From an optimization exercise on the open Yosys and OpenROAD flow, aimed at small area and a short achievable clock period; shortcuts taken in it are not production practice.
RTL that was checked went through simulation tests only; none was proved equivalent to the original.
No driver is modelled on the clock port, so clock power and skew are understated where the tree is cut down; a real chip needs a root buffer or a tree.
Power figures rest on the tool's default switching activity, not on a simulated workload.

// frameReadout
module frameReadout (
	input logic clk,
	input logic rst,
	input logic [frameReadoutPkg::NumChan-1:0] strobe,
	input logic wrEn,
	input logic [frameReadoutPkg::ChanWidth-1:0] wrChan,
	input logic [frameReadoutPkg::AdrWidth-1:0] wrAdr,
	input logic [frameReadoutPkg::DataWidth-1:0] wrData,
	output logic txd,
	output logic busy
);
For scale: about 2100 cells after synthesis, roughly 26 I/O pins, ~24000 um^2 of cells after synthesis.
Settings: LEC_CHECK=0, CAP_MARGIN=20, CORE_MARGIN=2, CORE_UTILIZATION=40, CTS_BUF_LIST=sky130_fd_sc_hd__clkbuf_8 sky130_fd_sc_hd__clkbuf_16, CTS_CLUSTER_DIAMETER=60, CTS_CLUSTER_SIZE=20, SETUP_SLACK_MARGIN=3.0, SLEW_MARGIN=20; clock period 5.0 ns.
run.sh (not shown) runs the stock make flow with config.mk's settings and CLKGATE_MAP_FILE= SYNTH_SCRIPT=/design/flow/synth_recipe.tcl, a recipe that flattens the netlist after the stock synthesis.
==> next run, changes <==
CTS_BUF_LIST = sky130_fd_sc_hd__clkbuf_16   (was sky130_fd_sc_hd__clkbuf_8 sky130_fd_sc_hd__clkbuf_16)
CTS_CLUSTER_DIAMETER = 80   (was 60)
CTS_CLUSTER_SIZE = 30   (was 20)
- sequential share of layout area goes up by 1.5 points
- fmax goes down by 1.8%
- clock power goes down by about 25%
==> next run, changes <==
==> flow/flow/run.sh (new file) <==
#!/bin/bash
set -euo pipefail
here=$(pwd)
res=$here/orfs/results/sky130hd/frameReadout/base
bash standard.sh cts > standard_cts.log 2>&1
CTS_ODB=$res/4_cts.odb OUT_ODB=$res/4_cts.odb openroad -no_init -exit flow/unroot.tcl > unroot.log 2>&1
bash standard.sh finish > standard_finish.log 2>&1
==> flow/flow/unroot.tcl (new file) <==
# Drop the clock tree's root buffer and let the clock port drive its loads, when they are few.
set db_file $::env(CTS_ODB)
read_db $db_file
set block [ord::get_db_block]
set port_net [[$block findBTerm clk] getNet]
set loads {}
foreach it [$port_net getITerms] { lappend loads $it }
puts "clock port loads: [llength $loads]"
if {[llength $loads] == 1} {
  set root [[lindex $loads 0] getInst]
  set out_net ""
  foreach it [$root getITerms] {
    if {[$it isOutputSignal]} { set out_net [$it getNet] }
  }
  set subs {}
  foreach it [$out_net getITerms] { if {[$it isInputSignal]} { lappend subs $it } }
  puts "root [$root getName] ([[$root getMaster] getName]) drives [llength $subs] pins"
  if {[llength $subs] <= 4} {
    foreach it $subs { $it disconnect; $it connect $port_net }
    odb::dbInst_destroy $root
    odb::dbNet_destroy $out_net
    puts "root buffer removed"
    write_db $::env(OUT_ODB)
  }
}
==> flow/standard.sh (new file) <==
#!/bin/bash
# synth_recipe.tcl (not shown) runs the flow's synth.tcl, then flattens the netlist and writes it again
# the make line also repeats each setting of config.mk as NAME=value (left out here)
make -C /OpenROAD-flow-scripts/flow DESIGN_CONFIG=/design/flow/config.mk WORK_HOME=/design/flow/orfs CLKGATE_MAP_FILE= SYNTH_SCRIPT=/design/flow/synth_recipe.tcl "${@:-finish}"
ABC_CLOCK_PERIOD_IN_PS = 2000   (was not set)
CTS_BUF_LIST = sky130_fd_sc_hd__clkbuf_8 sky130_fd_sc_hd__clkbuf_16   (was sky130_fd_sc_hd__clkbuf_16)
CTS_CLUSTER_DIAMETER = 60   (was 80)
CTS_CLUSTER_SIZE = 20   (was 30)
removed: flow/run.sh
The new run finished clean.
Cell count goes up by 1.1%.
Die area is unchanged.
Clock power goes up by 31%.
First-iteration DRC count goes down by about 7%.
==> next run, changes <==
==> flow/flow/run.sh (replaced) <==
#!/bin/bash
# Standard layout, logged.
set -o pipefail
bash standard.sh > standard.log 2>&1
ABC_CLOCK_PERIOD_IN_PS = not set   (was 2000)
SETUP_SLACK_MARGIN = 2.8   (was 3.0)
removed: flow/flow/unroot.tcl
Synthesized cell count is unchanged.
Non-clock buffer count shrinks by 10.
Area after synthesis does not change.
Cell count shrinks slightly.
Final area shrinks slightly.
Fmax shrinks by a few percent.
Die area is unchanged.

========
Setup of try-pepper:
Another version of the RTL of frameReadout (not shown whole).
For scale: ~2,300 cells after synthesis, about 830 flip-flops, roughly 26 I/O pins, roughly 26,000 µm² of cells after synthesis.
clock: 5.0 ns
lec_check: 0
cap_margin: 20
core_margin: 2
core_utilization: 40
cts_buf_list: sky130_fd_sc_hd__clkbuf_16
cts_cluster_diameter: 70
cts_cluster_size: 30
setup_slack_margin: 3.3
slew_margin: 20
standard.sh (not shown) runs the stock make flow with config.mk's settings and CLKGATE_MAP_FILE= SYNTH_SCRIPT=/design/flow/synth_recipe.tcl, a recipe that flattens the netlist after the stock synthesis.
==> flow/flow/run.sh <==
#!/bin/bash
# Standard layout, except for the clock tree: after CTS its root buffer is dropped, so the clock
# port drives the tree's first level (4 pins), and both remaining levels become inverters.
set -euo pipefail
here=$(pwd)
res=$here/orfs/results/sky130hd/frameReadout/base
bash standard.sh cts > standard_cts.log 2>&1
CTS_ODB=$res/4_cts.odb OUT_ODB=$res/4_cts.odb openroad -no_init -exit flow/invtree.tcl > invtree.log 2>&1
bash standard.sh finish > standard_finish.log 2>&1
Other scripts of this flow, unchanged in this note and not shown: flow/flow/invtree.tcl
try-pepper closes out successfully: all stages finished, all timing, DRC and antenna checks passed.
--- input diff try-pepper..try-raven ---
- CTS_CLUSTER_DIAMETER changed from 70 to 60
- TNS_END_PERCENT newly set to 20
## What came out
Looking only at combinational share of power, and setting everything else aside, the lower value of try-pepper and try-raven goes to try-pepper.
| clock network contribution to total cell area | try-raven vs try-pepper | 0.67 points higher |
try-pepper -> try-raven: total placed cells including tap cells flat
met3 usage in global routing in try-raven is 0.71 points lower than in try-pepper
Final cell area excluding filler cells (try-raven vs. try-pepper) increases slightly
On try-raven: routed metal-1 wire length is 160 µm higher than what try-pepper gave.
Lower post-cts repair resize count goes to try-raven over try-pepper.
Diff try-pepper -> try-raven: growth of design area from synthesis to finish went up 1.2 points, clock insertion delay at the later pin of the skew report held, global-route usage held, wire length went down 490 µm.
diff inputs: try-raven => try-umber
- swapping 30 for 27 in CTS_CLUSTER_SIZE
- clearing TNS_END_PERCENT, which used to be 20
- swapping 60 for 70 in CTS_CLUSTER_DIAMETER
==> summary.txt <==
- On slew at the pin closest to its max-slew limit: try-umber sits below try-raven.
- Delta (try-umber minus try-raven): global-route wire length before repair climbed 0.98%; post-detailed-route wirelength per cell climbed 0.36 µm; number of antenna cells inserted dropped 2; core utilization dropped 0.53 points; number of inverters outside the clock class in the layout dropped 3.9%.
- Against try-raven, try-umber comes in 0.18 points higher on global-route track usage on met3.
- The clock power share in try-umber was lower than what try-raven gave.
- Measured against try-raven, the clock power of try-umber comes out at 0.865 times the reference value.
- Diff try-raven and try-umber: area growth from synthesis to final layout lower in try-umber
- Status | try-raven and try-umber | clean
- try-umber has more setup slack than try-raven.
Input-level comparison between try-delta and try-umber:
- swapping 27 for 30 in CTS_CLUSTER_SIZE
- swapping 70 for 60 in CTS_CLUSTER_DIAMETER
## What came out
Taking try-umber as the reference, in try-delta routed length on met2 lower; switching power summed over all nets went up by 5.5%; combinational fraction of design power has decreased. Worst IR drop on VDD (try-umber / try-delta): 0.924. try-delta vs try-umber: internal cell power up in try-delta. [compare] base=try-umber new=try-delta: power of the combinational group went down about 0.9%, post-route standard cell area excluding fillers increased 0.65%.

========
main:
Another version of the RTL of frameReadout (not shown whole).
Size: about 830 flip-flops, about 26 I/O pins, ~26,000 um2 of cells after synthesis.
// frameReadout
module frameReadout (
	input logic clk,
	input logic rst,
	input logic [frameReadoutPkg::NumChan-1:0] strobe,
	input logic wrEn,
	input logic [frameReadoutPkg::ChanWidth-1:0] wrChan,
	input logic [frameReadoutPkg::AdrWidth-1:0] wrAdr,
	input logic [frameReadoutPkg::DataWidth-1:0] wrData,
	output logic txd,
	output logic busy
);
Settings: LEC_CHECK=0, CAP_MARGIN=20, CORE_MARGIN=2, CORE_UTILIZATION=55, CTS_BUF_LIST=sky130_fd_sc_hd__clkbuf_16, CTS_CLUSTER_DIAMETER=80, CTS_CLUSTER_SIZE=30, SETUP_SLACK_MARGIN=3.2, SLEW_MARGIN=20; clock period 5.0 ns.
==> flow/flow/run.sh <==
#!/bin/bash
set -euo pipefail
here=$(pwd)
res=$here/orfs/results/sky130hd/frameReadout/base
bash standard.sh cts > standard_cts.log 2>&1
CTS_ODB=$res/4_cts.odb OUT_ODB=$res/4_cts.odb openroad -no_init -exit flow/unroot.tcl > unroot.log 2>&1
bash standard.sh finish > standard_finish.log 2>&1
==> flow/flow/unroot.tcl <==
# Drop the clock tree's root buffer and let the clock port drive its loads, when they are few.
set db_file $::env(CTS_ODB)
read_db $db_file
set block [ord::get_db_block]
set port_net [[$block findBTerm clk] getNet]
set loads {}
foreach it [$port_net getITerms] { lappend loads $it }
puts "clock port loads: [llength $loads]"
if {[llength $loads] == 1} {
  set root [[lindex $loads 0] getInst]
  set out_net ""
  foreach it [$root getITerms] {
    if {[$it isOutputSignal]} { set out_net [$it getNet] }
  }
  set subs {}
  foreach it [$out_net getITerms] { if {[$it isInputSignal]} { lappend subs $it } }
  puts "root [$root getName] ([[$root getMaster] getName]) drives [llength $subs] pins"
  if {[llength $subs] <= 4} {
    foreach it $subs { $it disconnect; $it connect $port_net }
    odb::dbInst_destroy $root
    odb::dbNet_destroy $out_net
    puts "root buffer removed"
    write_db $::env(OUT_ODB)
  }
}
For the feature branch, these inputs were changed with respect to main:
- a change of CORE_UTILIZATION from 55 to 40
[summary]
The more densely filled core belongs to main, not the feature branch.
The feature branch: PASS, flow complete, no timing, DRC or antenna violations
The feature branch and main ended up with roughly the same worst setup slack.
The feature branch vs main: fraction of power consumed by combinational cells down in the feature branch
Re number of non-clock inverters in the layout: no difference whatsoever between main and the feature branch.
On cell area after synthesis, main and the feature branch are basically level.
Going from main to the feature branch, total non-filler cell area in the finished layout higher; minimum clock period after layout roughly the same; number of buffers inserted by port buffering roughly the same; slew of the pin with the lowest slew margin higher.
Number of vias after detailed routing came out higher on the feature branch than on main.
Function was not checked in any run of this note: the RTL went through the layout flow alone.

========
Setup of JK:
RTL: one of the versions met above, not the one the previous note started from.
Size in the first run: ~2300 cells after synthesis, ~830 flip-flops, ~26 I/O pins, ~26000 µm² of cells after synthesis.
==> flow/design.v (excerpt) <==
module frameReadout (
	input logic clk,
	input logic rst,
	input logic [frameReadoutPkg::NumChan-1:0] strobe,
	input logic wrEn,
	input logic [frameReadoutPkg::ChanWidth-1:0] wrChan,
	input logic [frameReadoutPkg::AdrWidth-1:0] wrAdr,
	input logic [frameReadoutPkg::DataWidth-1:0] wrData,
	output logic txd,
	output logic busy
);
Settings: LEC_CHECK=0, CAP_MARGIN=20, CORE_MARGIN=2, CORE_UTILIZATION=40, CTS_BUF_LIST=sky130_fd_sc_hd__clkbuf_16, CTS_CLUSTER_DIAMETER=60, CTS_CLUSTER_SIZE=30, SETUP_SLACK_MARGIN=3.3, SLEW_MARGIN=20, TNS_END_PERCENT=5; clock period 5.0 ns.
==> flow/flow/run.sh <==
#!/bin/bash
# Standard layout, except for the clock tree: after CTS its root buffer is dropped, so the clock
# port drives the tree's first level (4 pins), and both remaining levels become inverters.
set -euo pipefail
here=$(pwd)
res=$here/orfs/results/sky130hd/frameReadout/base
bash standard.sh cts > standard_cts.log 2>&1
CTS_ODB=$res/4_cts.odb OUT_ODB=$res/4_cts.odb openroad -no_init -exit flow/invtree.tcl > invtree.log 2>&1
bash standard.sh finish > standard_finish.log 2>&1
Other scripts of this flow, unchanged in this note and not shown: flow/flow/invtree.tcl
JK finished every stage and its layout cleared the timing, DRC and antenna checks.
The inputs of MS differ from those of JK as listed below.
# JK
export LEC_CHECK = 0
export CAP_MARGIN = 20
export CORE_MARGIN = 2
export CORE_UTILIZATION = 40
export CTS_BUF_LIST = sky130_fd_sc_hd__clkbuf_16
export CTS_CLUSTER_DIAMETER = 60
export CTS_CLUSTER_SIZE = 30
export SETUP_SLACK_MARGIN = 3.3
export SLEW_MARGIN = 20
export TNS_END_PERCENT = 5
create_clock -name core_clock -period 5.0 [get_ports {clk}]
# MS
export LEC_CHECK = 0
export CAP_MARGIN = 20
export CORE_MARGIN = 2
export CORE_UTILIZATION = 40
export CTS_BUF_LIST = sky130_fd_sc_hd__clkbuf_16
export CTS_CLUSTER_DIAMETER = 70
export CTS_CLUSTER_SIZE = 30
export SETUP_SLACK_MARGIN = 3.2
export SLEW_MARGIN = 20
create_clock -name core_clock -period 5.0 [get_ports {clk}]
Per the comparison of MS with JK, final clock period utilization by the worst path shows a reduction of 1.1 points; power shows a reduction of about 3.3%; fill cell instance count of the final layout shows no meaningful change; max-slew headroom at the worst pin shows an increase of 0.71 points.
Sequential portion of the cell area up 0.76 points in MS wrt JK
Diff JK -> MS | cell area | down slightly
For AL, these inputs were changed with respect to MS:
# MS
export LEC_CHECK = 0
export CAP_MARGIN = 20
export CORE_MARGIN = 2
export CORE_UTILIZATION = 40
export CTS_BUF_LIST = sky130_fd_sc_hd__clkbuf_16
export CTS_CLUSTER_DIAMETER = 70
export CTS_CLUSTER_SIZE = 30
export SETUP_SLACK_MARGIN = 3.2
export SLEW_MARGIN = 20
create_clock -name core_clock -period 5.0 [get_ports {clk}]
# AL
export LEC_CHECK = 0
export CAP_MARGIN = 20
export CORE_MARGIN = 2
export CORE_UTILIZATION = 40
export CTS_BUF_LIST = sky130_fd_sc_hd__clkbuf_16
export CTS_CLUSTER_DIAMETER = 70
export CTS_CLUSTER_SIZE = 27
export SETUP_SLACK_MARGIN = 3.35
export SLEW_MARGIN = 20
create_clock -name core_clock -period 5.0 [get_ports {clk}]
==> summary.txt <==
Area fraction of clock buffers and clock inverters for AL: 0.63 points down relative to MS
Between AL and MS, the final area figures differ only marginally.
AL: number of global-route vias before repair 140 below MS
Between MS and AL, the difference in area growth from synthesis to layout is negligible.
Reported for MS and AL, area of the core turned out identical to the last digit.
Between MS and AL, clock-buffer cell count is higher for MS, AL comes in under that.
AL -> MS: global-route wire length before repair flat
AL against MS: last weighted congestion value of the routability-driven placer lost 0.020; non-clock inverter count in the final layout picked up an extra 1; power after layout lost 0.00024 W.
The following lists how TR was set up differently from AL:
# AL
export LEC_CHECK = 0
export CAP_MARGIN = 20
export CORE_MARGIN = 2
export CORE_UTILIZATION = 40
export CTS_BUF_LIST = sky130_fd_sc_hd__clkbuf_16
export CTS_CLUSTER_DIAMETER = 70
export CTS_CLUSTER_SIZE = 27
export SETUP_SLACK_MARGIN = 3.35
export SLEW_MARGIN = 20
create_clock -name core_clock -period 5.0 [get_ports {clk}]
# TR
export LEC_CHECK = 0
export ABC_AREA = 1
export CAP_MARGIN = 20
export CORE_MARGIN = 2
export CORE_UTILIZATION = 40
export CTS_BUF_LIST = sky130_fd_sc_hd__clkbuf_16
export CTS_CLUSTER_DIAMETER = 70
export CTS_CLUSTER_SIZE = 30
export SETUP_SLACK_MARGIN = 3.3
export SLEW_MARGIN = 20
create_clock -name core_clock -period 5.0 [get_ports {clk}]
==> comparison <==
Summary of TR over AL: share of the clock period used by the worst path after layout went up 1.1 points, DRC violation total after the first TritonRoute iteration went down 73.
AL closes out successfully: all stages finished, all timing, DRC and antenna checks passed.
TR: PASS, flow complete, no timing, DRC or antenna violations
Of AL and TR, the run reporting the higher internal power of the cells was TR.
After synthesis and placement, the instance count of TR is above that of AL.
Average detailed-routed wire length per instance, TR vs AL: down by a little under 10%
On TR: via count of the routed design is 465 higher than what AL gave.
Taking AL as the reference point, the fraction of area in registers of TR falls by 0.24 points.
> inputs changed (TR -> PW)
# TR
export LEC_CHECK = 0
export ABC_AREA = 1
export CAP_MARGIN = 20
export CORE_MARGIN = 2
export CORE_UTILIZATION = 40
export CTS_BUF_LIST = sky130_fd_sc_hd__clkbuf_16
export CTS_CLUSTER_DIAMETER = 70
export CTS_CLUSTER_SIZE = 30
export SETUP_SLACK_MARGIN = 3.3
export SLEW_MARGIN = 20
create_clock -name core_clock -period 5.0 [get_ports {clk}]
# PW
export LEC_CHECK = 0
export CAP_MARGIN = 20
export CORE_MARGIN = 2
export CORE_UTILIZATION = 40
export CTS_BUF_LIST = sky130_fd_sc_hd__clkbuf_16
export CTS_CLUSTER_DIAMETER = 60
export CTS_CLUSTER_SIZE = 30
export SETUP_SLACK_MARGIN = 3.4
export SLEW_MARGIN = 20
create_clock -name core_clock -period 5.0 [get_ports {clk}]
Results
- Looking at the reports, PW completed the entire flow and the layout it produced met the timing, DRC and antenna checks.
- Minimum period implied by the final worst setup slack delta (PW − TR): favourable
- PW vs. TR: combined flip-flop and latch cell area increased 0.46%, area added between synthesis and finish lost 1.4 points, share of final-layout standard cells stronger than drive strength 1 higher, smallest hold slack climbed 0.0081 ns, first-pass GRT wire length went up.
- PW against TR: floorplan row count increased 1; total power +4.9%; worst slack at placement saw a decrease.

-- afterwards: timing with drivers on the ports --
In the flow no input, the clock included, has a driving cell. The finished layouts below were timed again as built, in two steps. Step 1, drivers: a clkbuf_16 drives clk and a buf_2 each remaining input, both assumed. Step 2 times the ports against the registers' clock, not the clock port: input delays grow and output delays shrink by t, the midpoint of the rising clock arrivals with the driver on. Three values: ideal, step 1, step 2; two values: the first two.
| run | shift t [ns] | setup WS [ns] | worst setup path at the end | slew at the worst register clock pin (ns) |
|---|---|---|---|---|
| the first run of note 1 | 0.667 | 2.856 / 2.793 / 2.421 | input to register | 0.09 / 0.09 |
| the second run of note 1 | 0.687 | 2.816 / 2.755 / 2.378 | input to register | 0.11 / 0.11 |
| the third run of note 1 | 0.536 | 2.952 / 2.920 / 2.488 | input to register | 0.09 / 0.09 |
| the fourth run of note 1 | 0.661 | 2.835 / 2.776 / 2.245 | input to register | 0.08 / 0.08 |
| try-pepper | 0.528 | 3.201 / 2.949 / 2.917 | input to register | 0.12 / 0.12 |
| try-raven | 0.543 | 3.190 / 2.947 / 2.911 | input to register | 0.12 / 0.12 |
| try-umber | 0.520 | 3.207 / 2.956 / 2.921 | input to register | 0.11 / 0.11 |
| try-delta | 0.538 | 3.198 / 2.942 / 2.917 | input to register | 0.11 / 0.12 |
| main | 0.514 | 3.053 / 2.928 / 2.834 | input to register | 0.11 / 0.11 |
| the feature branch | 0.518 | 3.052 / 2.923 / 2.903 | input to register | 0.11 / 0.11 |
| JK | 0.547 | 3.152 / 2.934 / 2.900 | input to register | 0.12 / 0.12 |
| MS | 0.522 | 3.209 / 2.959 / 2.909 | input to register | 0.11 / 0.12 |
| AL | 0.522 | 3.215 / 2.968 / 2.898 | input to register | 0.11 / 0.11 |
| TR | 0.532 | 3.158 / 2.900 / 3.042 | input to register | 0.12 / 0.12 |
| PW | 0.536 | 3.208 / 2.959 / 2.895 | input to register | 0.12 / 0.12 |
After both steps setup and hold are still met in every run listed. The setup slack of the fourth run of note 1, which loses most, moves by -0.059 ns with the drivers and by -0.590 ns with both steps.
